This design comes from an exercise in tuning for small area and a short achievable clock period on the open sky130 flow, not from production work.
Where RTL was checked, it was by simulation tests only, not by an equivalence proof against the original.

==> inputs of juniper <==
==> flow/design.v <==
package async_fifo_pkg;
    localparam int DATA_W = 8;
    localparam int ADDR_W = 8;
endpackage
module async_fifo_sync2 #(
    parameter int DEPTH = 3
) (
    input  logic i_clk,
    input  logic i_rst_n,
    input  logic i_d,
    output logic o_q
);
    logic [DEPTH-1:0] r_hist;
    always_ff @(posedge i_clk or negedge i_rst_n) begin
        if (!i_rst_n) r_hist <= '0;
        else          r_hist <= {r_hist[DEPTH-2:0], i_d};
    end
    assign o_q = r_hist[DEPTH-1];
endmodule
module async_fifo (
    input  logic       clk,
    input  logic       rst_n,
    input  logic       winc,
    input  logic [7:0] wdata,
    output logic       wfull,
    output logic       half_full,
    input  logic       rinc,
    output logic [7:0] rdata,
    output logic       rempty,
    output logic       half_empty
);
    logic [7:0] r_mem_e [128];
    logic [7:0] r_mem_o [128];
    logic [7:0] r_wptr;
    logic       r_r0;       
    logic [6:0] r_ro;       
    logic [6:0] r_re;       
    logic [8:0] r_lw;
    logic [8:0] r_lr;
    logic       r_wfull;
    logic       r_half_full;
    logic       r_rempty;
    logic       r_half_empty;
    logic [7:0] r_rdata;
    logic       w_push;
    logic       w_pop;
    logic       w_pop3;     
    logic       w_push3;    
    logic [8:0] w_lw_base;
    logic [8:0] w_lr_base;
    logic [8:0] w_lw_next;
    logic [8:0] w_lr_next;
    async_fifo_sync2 #(.DEPTH(3)) u_pop_hist (
        .i_clk (clk), .i_rst_n (rst_n), .i_d (w_pop), .o_q (w_pop3)
    );
    async_fifo_sync2 #(.DEPTH(3)) u_push_hist (
        .i_clk (clk), .i_rst_n (rst_n), .i_d (w_push), .o_q (w_push3)
    );
    always_comb begin
        w_push    = winc & ~r_wfull;
        w_lw_base = r_lw - 9'(w_pop3);
        w_lw_next = w_push ? w_lw_base + 9'd1 : w_lw_base;
    end
    always_ff @(posedge clk or negedge rst_n) begin
        if (!rst_n) begin
            r_wptr      <= '0;
            r_lw        <= '0;
            r_wfull     <= 1'b0;
            r_half_full <= 1'b0;
        end else begin
            if (w_push) r_wptr <= r_wptr + 8'd1;
            r_lw        <= w_lw_next;
            r_wfull     <= w_lw_next[8];
            r_half_full <= w_lw_next[8] | w_lw_next[7];
        end
    end
    always_ff @(posedge clk) begin
        if (w_push && !r_wptr[0]) r_mem_e[r_wptr[7:1]] <= wdata;
        if (w_push &&  r_wptr[0]) r_mem_o[r_wptr[7:1]] <= wdata;
    end
    always_comb begin
        w_pop     = rinc & ~r_rempty;
        w_lr_base = r_lr + 9'(w_push3);
        w_lr_next = w_pop ? w_lr_base - 9'd1 : w_lr_base;
    end
    always_ff @(posedge clk or negedge rst_n) begin
        if (!rst_n) begin
            r_r0         <= 1'b0;
            r_ro         <= '0;
            r_re         <= '0;
            r_lr         <= '0;
            r_rempty     <= 1'b1;
            r_half_empty <= 1'b1;
        end else begin
            if (w_pop) begin
                r_r0 <= ~r_r0;
                if (r_r0) r_ro <= r_ro + 7'd1;
                else      r_re <= r_re + 7'd1;
            end
            r_lr         <= w_lr_next;
            r_rempty     <= (w_lr_next == 9'd0);
            r_half_empty <= ~(w_lr_next[8] | w_lr_next[7]);
        end
    end
    always_ff @(posedge clk) begin
        r_rdata <= (w_pop ^ r_r0) ? r_mem_o[r_ro] : r_mem_e[r_re];
    end
    assign rdata      = r_rdata;
    assign wfull      = r_wfull;
    assign half_full  = r_half_full;
    assign rempty     = r_rempty;
    assign half_empty = r_half_empty;
endmodule
module async_fifo_1clk (
    input  logic       clk,
    input  logic       rst_n,
    input  logic       winc,
    input  logic [7:0] wdata,
    output logic       wfull,
    output logic       half_full,
    input  logic       rinc,
    output logic [7:0] rdata,
    output logic       rempty,
    output logic       half_empty
);
    async_fifo u_fifo (
        .clk        (clk),
        .rst_n      (rst_n),
        .winc       (winc),
        .wdata      (wdata),
        .wfull      (wfull),
        .half_full  (half_full),
        .rinc       (rinc),
        .rdata      (rdata),
        .rempty     (rempty),
        .half_empty (half_empty)
    );
endmodule
==> flow/run.sh <==
#!/bin/bash
# synth_recipe.tcl (not shown) runs the flow's synth.tcl, then flattens the netlist and writes it again
# the make line also repeats each setting of config.mk as NAME=value (left out here)
make -C /OpenROAD-flow-scripts/flow DESIGN_CONFIG=/design/flow/config.mk WORK_HOME=/design/flow/orfs CLKGATE_MAP_FILE= SYNTH_SCRIPT=/design/flow/synth_recipe.tcl finish
==> flow/config.mk <==
export PLATFORM = sky130hd
export DESIGN_NAME = async_fifo_1clk
export DESIGN_NICKNAME = async_fifo_1clk
export VERILOG_FILES = /design/flow/design.v
export SDC_FILE = /design/flow/constraint.sdc
export NUM_CORES = 4
export LEC_CHECK = 0
export CAP_MARGIN = 20
export CORE_MARGIN = 2
export CORE_UTILIZATION = 40
export SLEW_MARGIN = 20
==> flow/constraint.sdc <==
create_clock -name core_clock -period 6.0 [get_ports {clk}]
set_input_delay 1.2000 -clock core_clock [delete_from_list [all_inputs] [get_ports {clk}]]
set_output_delay 1.2000 -clock core_clock [all_outputs]
set_load 0.01 [all_outputs]
==> maple: changes against juniper <==
==> flow/design.v, changed modules only <==
module async_fifo (
    input  logic       clk,
    input  logic       rst_n,
    input  logic       winc,
    input  logic [7:0] wdata,
    output logic       wfull,
    output logic       half_full,
    input  logic       rinc,
    output logic [7:0] rdata,
    output logic       rempty,
    output logic       half_empty
);
    logic [7:0]  r_mem [4][64];
    logic [15:0] r_wlo_n;       
    logic [15:0] r_whi_n;       
    logic [3:0]  r_rbank;       
    logic [7:0]  r_rlo [4];     
    logic [7:0]  r_rhi [4];     
    logic [7:0]  r_win [4];     
    logic [8:0]  r_lw;
    logic [8:0]  r_lr;
    logic        r_wfull;       
    logic        r_nfull_i;     
    logic        r_half_full;
    logic        r_nempty;      
    logic        r_empty_i;     
    logic        r_nhalf_empty;
    logic [7:0]  r_rdata;
    logic        w_push;
    logic        w_pop;
    logic        w_pop3;        
    logic        w_push3;       
    logic [8:0]  w_lw_inc;
    logic [8:0]  w_lw_dec;
    logic [8:0]  w_lr_inc;
    logic [8:0]  w_lr_dec;
    logic        w_full_next;
    logic        w_hfull_next;
    logic        w_empty_next;
    logic        w_hempty_next;
    logic [8:0]  w_lw_next;
    logic [8:0]  w_lr_next;
    logic [15:0] w_wsel_hi_n;   
    logic [3:0]  w_head;        
    logic [7:0]  w_win [4];
    logic [7:0]  w_rdata;
    async_fifo_sync2 #(.DEPTH(3)) u_pop_hist (
        .i_clk (clk), .i_rst_n (rst_n), .i_d (w_pop), .o_q (w_pop3)
    );
    async_fifo_sync2 #(.DEPTH(3)) u_push_hist (
        .i_clk (clk), .i_rst_n (rst_n), .i_d (w_push), .o_q (w_push3)
    );
    always_comb begin
        w_push    = winc & r_nfull_i;
        w_lw_inc  = r_lw + 9'd1;
        w_lw_dec  = r_lw - 9'd1;
        if (w_push && !w_pop3)      w_lw_next = w_lw_inc;
        else if (!w_push && w_pop3) w_lw_next = w_lw_dec;
        else                        w_lw_next = r_lw;
        w_full_next = (r_lw == 9'd256 && w_push == w_pop3) ||
                      (r_lw == 9'd255 && w_push && !w_pop3);
        w_hfull_next = (r_lw[8] | r_lw[7]) ? !(r_lw == 9'd128 && !w_push && w_pop3)
                                           : (r_lw == 9'd127 && w_push && !w_pop3);
        w_wsel_hi_n = r_whi_n | {16{~r_nfull_i}};
    end
    always_ff @(posedge clk or negedge rst_n) begin
        if (!rst_n) begin
            r_wlo_n     <= ~16'd1;
            r_whi_n     <= ~16'd1;
            r_lw        <= '0;
            r_wfull     <= 1'b0;
            r_nfull_i   <= 1'b1;
            r_half_full <= 1'b0;
        end else begin
            if (w_push) begin
                r_wlo_n <= {r_wlo_n[14:0], r_wlo_n[15]};
                if (!r_wlo_n[15]) r_whi_n <= {r_whi_n[14:0], r_whi_n[15]};
            end
            r_lw        <= w_lw_next;
            r_wfull     <= w_full_next;
            r_nfull_i   <= ~w_full_next;
            r_half_full <= w_hfull_next;
        end
    end
    always_ff @(posedge clk) begin
        for (int e = 0; e < 256; e++) begin
            if (!w_wsel_hi_n[e >> 4] && !r_wlo_n[e & 15]) r_mem[e & 3][e >> 2] <= wdata;
        end
    end
    always_comb begin
        w_pop     = rinc & ~r_empty_i;
        w_lr_inc  = r_lr + 9'd1;
        w_lr_dec  = r_lr - 9'd1;
        if (w_push3 && !w_pop)      w_lr_next = w_lr_inc;
        else if (!w_push3 && w_pop) w_lr_next = w_lr_dec;
        else                        w_lr_next = r_lr;
        w_empty_next = (r_lr == 9'd0 && w_push3 == w_pop) ||
                       (r_lr == 9'd1 && !w_push3 && w_pop);
        w_hempty_next = (r_lr[8] | r_lr[7]) ? (r_lr == 9'd128 && !w_push3 && w_pop)
                                            : !(r_lr == 9'd127 && w_push3 && !w_pop);
        w_head    = w_pop ? {r_rbank[2:0], r_rbank[3]} : r_rbank;
    end
    always_ff @(posedge clk or negedge rst_n) begin
        if (!rst_n) begin
            r_rbank      <= 4'd1;
            for (int b = 0; b < 4; b++) begin
                r_rlo[b] <= 8'd1;
                r_rhi[b] <= 8'd1;
            end
            r_lr         <= '0;
            r_nempty      <= 1'b0;
            r_empty_i     <= 1'b1;
            r_nhalf_empty <= 1'b0;
        end else begin
            if (w_pop) begin
                r_rbank <= {r_rbank[2:0], r_rbank[3]};
                for (int b = 0; b < 4; b++) begin
                    if (r_rbank[b]) begin
                        r_rlo[b] <= {r_rlo[b][6:0], r_rlo[b][7]};
                        if (r_rlo[b][7]) r_rhi[b] <= {r_rhi[b][6:0], r_rhi[b][7]};
                    end
                end
            end
            r_lr         <= w_lr_next;
            r_nempty      <= ~w_empty_next;
            r_empty_i     <= w_empty_next;
            r_nhalf_empty <= ~w_hempty_next;
        end
    end
    always_comb begin
        for (int b = 0; b < 4; b++) begin
            w_win[b] = '0;
            for (int k = 0; k < 64; k++) begin
                w_win[b] = w_win[b] | (r_mem[b][k] & {8{r_rhi[b][k >> 3] & r_rlo[b][k & 7]}});
            end
        end
        w_rdata = '0;
        for (int b = 0; b < 4; b++) begin
            w_rdata = w_rdata | (r_win[b] & {8{w_head[b]}});
        end
    end
    always_ff @(posedge clk) begin
        for (int b = 0; b < 4; b++) r_win[b] <= w_win[b];
        r_rdata <= w_rdata;
    end
    assign rdata      = r_rdata;
    assign wfull      = r_wfull;
    assign half_full  = r_half_full;
    assign rempty     = ~r_nempty;
    assign half_empty = ~r_nhalf_empty;
endmodule
CORE_UTILIZATION = 45   (was 40)
CTS_CLUSTER_DIAMETER = 120   (was unset)
CTS_CLUSTER_SIZE = 22   (was unset)
SETUP_SLACK_MARGIN = 3.5   (was unset)
==> tundra: changes against juniper <==
==> flow/design.v, changed modules only <==
module async_fifo (
    input  logic       clk,
    input  logic       rst_n,
    input  logic       winc,
    input  logic [7:0] wdata,
    output logic       wfull,
    output logic       half_full,
    input  logic       rinc,
    output logic [7:0] rdata,
    output logic       rempty,
    output logic       half_empty
);
    logic [7:0] r_mem [4][64];
    logic [7:0] r_wptr;
    logic [1:0] r_lo;       
    logic [5:0] r_row [4];  
    logic [7:0] r_win [4];  
    logic [8:0] r_lw;
    logic [8:0] r_lr;
    logic       r_wfull;
    logic       r_half_full;
    logic       r_rempty;
    logic       r_half_empty;
    logic [7:0] r_rdata;
    logic       w_push;
    logic       w_pop;
    logic       w_pop3;     
    logic       w_push3;    
    logic [8:0] w_lw_base;
    logic [8:0] w_lr_base;
    logic [8:0] w_lw_next;
    logic [8:0] w_lr_next;
    logic [1:0] w_head;     
    async_fifo_sync2 #(.DEPTH(3)) u_pop_hist (
        .i_clk (clk), .i_rst_n (rst_n), .i_d (w_pop), .o_q (w_pop3)
    );
    async_fifo_sync2 #(.DEPTH(3)) u_push_hist (
        .i_clk (clk), .i_rst_n (rst_n), .i_d (w_push), .o_q (w_push3)
    );
    always_comb begin
        w_push    = winc & ~r_wfull;
        w_lw_base = r_lw - 9'(w_pop3);
        w_lw_next = w_push ? w_lw_base + 9'd1 : w_lw_base;
    end
    always_ff @(posedge clk or negedge rst_n) begin
        if (!rst_n) begin
            r_wptr      <= '0;
            r_lw        <= '0;
            r_wfull     <= 1'b0;
            r_half_full <= 1'b0;
        end else begin
            if (w_push) r_wptr <= r_wptr + 8'd1;
            r_lw        <= w_lw_next;
            r_wfull     <= w_lw_next[8];
            r_half_full <= w_lw_next[8] | w_lw_next[7];
        end
    end
    always_ff @(posedge clk) begin
        for (int b = 0; b < 4; b++) begin
            if (!r_wfull && r_wptr[1:0] == 2'(b)) r_mem[b][r_wptr[7:2]] <= wdata;
        end
    end
    always_comb begin
        w_pop     = rinc & ~r_rempty;
        w_lr_base = r_lr + 9'(w_push3);
        w_lr_next = w_pop ? w_lr_base - 9'd1 : w_lr_base;
        w_head    = r_lo + 2'(w_pop);
    end
    always_ff @(posedge clk or negedge rst_n) begin
        if (!rst_n) begin
            r_lo         <= '0;
            for (int b = 0; b < 4; b++) r_row[b] <= '0;
            r_lr         <= '0;
            r_rempty     <= 1'b1;
            r_half_empty <= 1'b1;
        end else begin
            if (w_pop) begin
                r_lo <= r_lo + 2'd1;
                for (int b = 0; b < 4; b++) begin
                    if (r_lo == 2'(b)) r_row[b] <= r_row[b] + 6'd1;
                end
            end
            r_lr         <= w_lr_next;
            r_rempty     <= (w_lr_next == 9'd0);
            r_half_empty <= ~(w_lr_next[8] | w_lr_next[7]);
        end
    end
    logic [7:0] w_win [4];
    always_comb begin
        for (int b = 0; b < 4; b++) begin
            w_win[b] = '0;
            for (int k = 0; k < 64; k++) begin
                w_win[b] = w_win[b] | (r_mem[b][k] & {8{r_row[b] == 6'(k)}});
            end
        end
    end
    always_ff @(posedge clk) begin
        for (int b = 0; b < 4; b++) r_win[b] <= w_win[b];
        r_rdata <= r_win[w_head];
    end
    assign rdata      = r_rdata;
    assign wfull      = r_wfull;
    assign half_full  = r_half_full;
    assign rempty     = r_rempty;
    assign half_empty = r_half_empty;
endmodule
CORE_UTILIZATION = 45   (was 40)
SETUP_SLACK_MARGIN = 3.4   (was unset)
==> impl_metrics.tcl <==
set metrics [dict create \
    die_width_um 458 \
    synth_top_family_by_area "multiplexers" \
    cp_max_fo 29 \
    path_delay_family "compound AO/OA/AOI/OAI gates" \
    status "no timing/DRC/antenna violations" \
    multiInputCombCellCount 1568 \
    tapCellCount 2688 \
    slowest_delay_ns 0.90 \
    hold_class "in -> async" \
    fill_cells 16879 \
    cts_repair_resize_count 0 \
    multi_input_area_mm2 0.0181 \
]
the above is filed under juniper

==> impl_metrics.tcl <==
set metrics [dict create \
    status "no timing/DRC/antenna violations" \
    finalSetupViolations 0 \
    ys_types 61 \
    tapCellCount 2385 \
    hold_class "reg -> reg" \
    multi_input_area_mm2 0.0165 \
    cp_max_fo 4 \
    antenna_found_initial 8 \
    clockNetworkAreaShare 0.0350 \
    clkTransAtPathRegs_ns 0.09 \
    multiInputCombCellCount 2368 \
    die_width_um 432 \
    path_delay_family "simple AND/OR/NAND/NOR gates" \
    synth_top_family_by_area "compound AO/OA/AOI/OAI gates" \
]
the above is filed under maple

==> impl_metrics.tcl <==
set metrics [dict create \
    cts_repair_resize_count 1133 \
    yosysSeqAreaShare 0.788 \
    ys.flop_type "edfxtp_1" \
    buffers 731 \
    die_width_um 428 \
    multi_input_area_mm2 0.0216 \
    fill_cells 13403 \
    synth_top_area_share 0.759 \
    hold_class "reg -> reg" \
    path_delay_family "simple AND/OR/NAND/NOR gates" \
    synthTopCellsByCount "2,048 x edfxtp_1, 729 x a22oi_1, 526 x nor2_1, 269 x nand2_1, 134 x nand4_1" \
    tapCellCount 2355 \
    cp_max_fo 7 \
    status "no timing/DRC/antenna violations" \
    synth_top_family_by_area "compound AO/OA/AOI/OAI gates" \
    multiInputCombCellCount 2595 \
    antennaDiodeCount 7 \
]
the above is filed under tundra

No functional check of the RTL was part of maple and tundra.

## what the ideal ports hide
In the flow no input, the clock included, has a driving cell. The finished layouts below were timed again as built, in two steps.
Step 1 (the two cells are an assumption about what drives the block):
set clk [get_ports {clk}]
set_driving_cell -lib_cell sky130_fd_sc_hd__clkbuf_16 $clk
set_driving_cell -lib_cell sky130_fd_sc_hd__buf_2 [delete_from_list [all_inputs] $clk]
Step 2, shift: input delay + t, output delay - t, t = (earliest + latest rising clock arrival at the registers) / 2. This alone moves slack from input paths to output paths.
a / b / c = no drivers / after step 1 / after step 2; a / b = the first two.
run | t, ns | setup WS [ns] | latest minus earliest clock arrival (ns) | worst register clock-pin slew, ns | worst data-port slew with drivers (ns)
juniper | 0.943 | 1.410 / 1.410 / 1.242 | 0.051 / 0.051 | 0.07 / 0.07 | 0.06
maple | 0.877 | 3.198 / 3.198 / 2.577 | 0.060 / 0.060 | 0.10 / 0.10 | 0.17
tundra | 0.967 | 3.022 / 3.022 / 2.542 | 0.063 / 0.063 | 0.07 / 0.07 | 0.06
After both steps every run listed still meets setup and hold. For maple, which loses most, drivers alone change the setup slack by 0.000 ns; drivers and shift together by -0.621 ns.
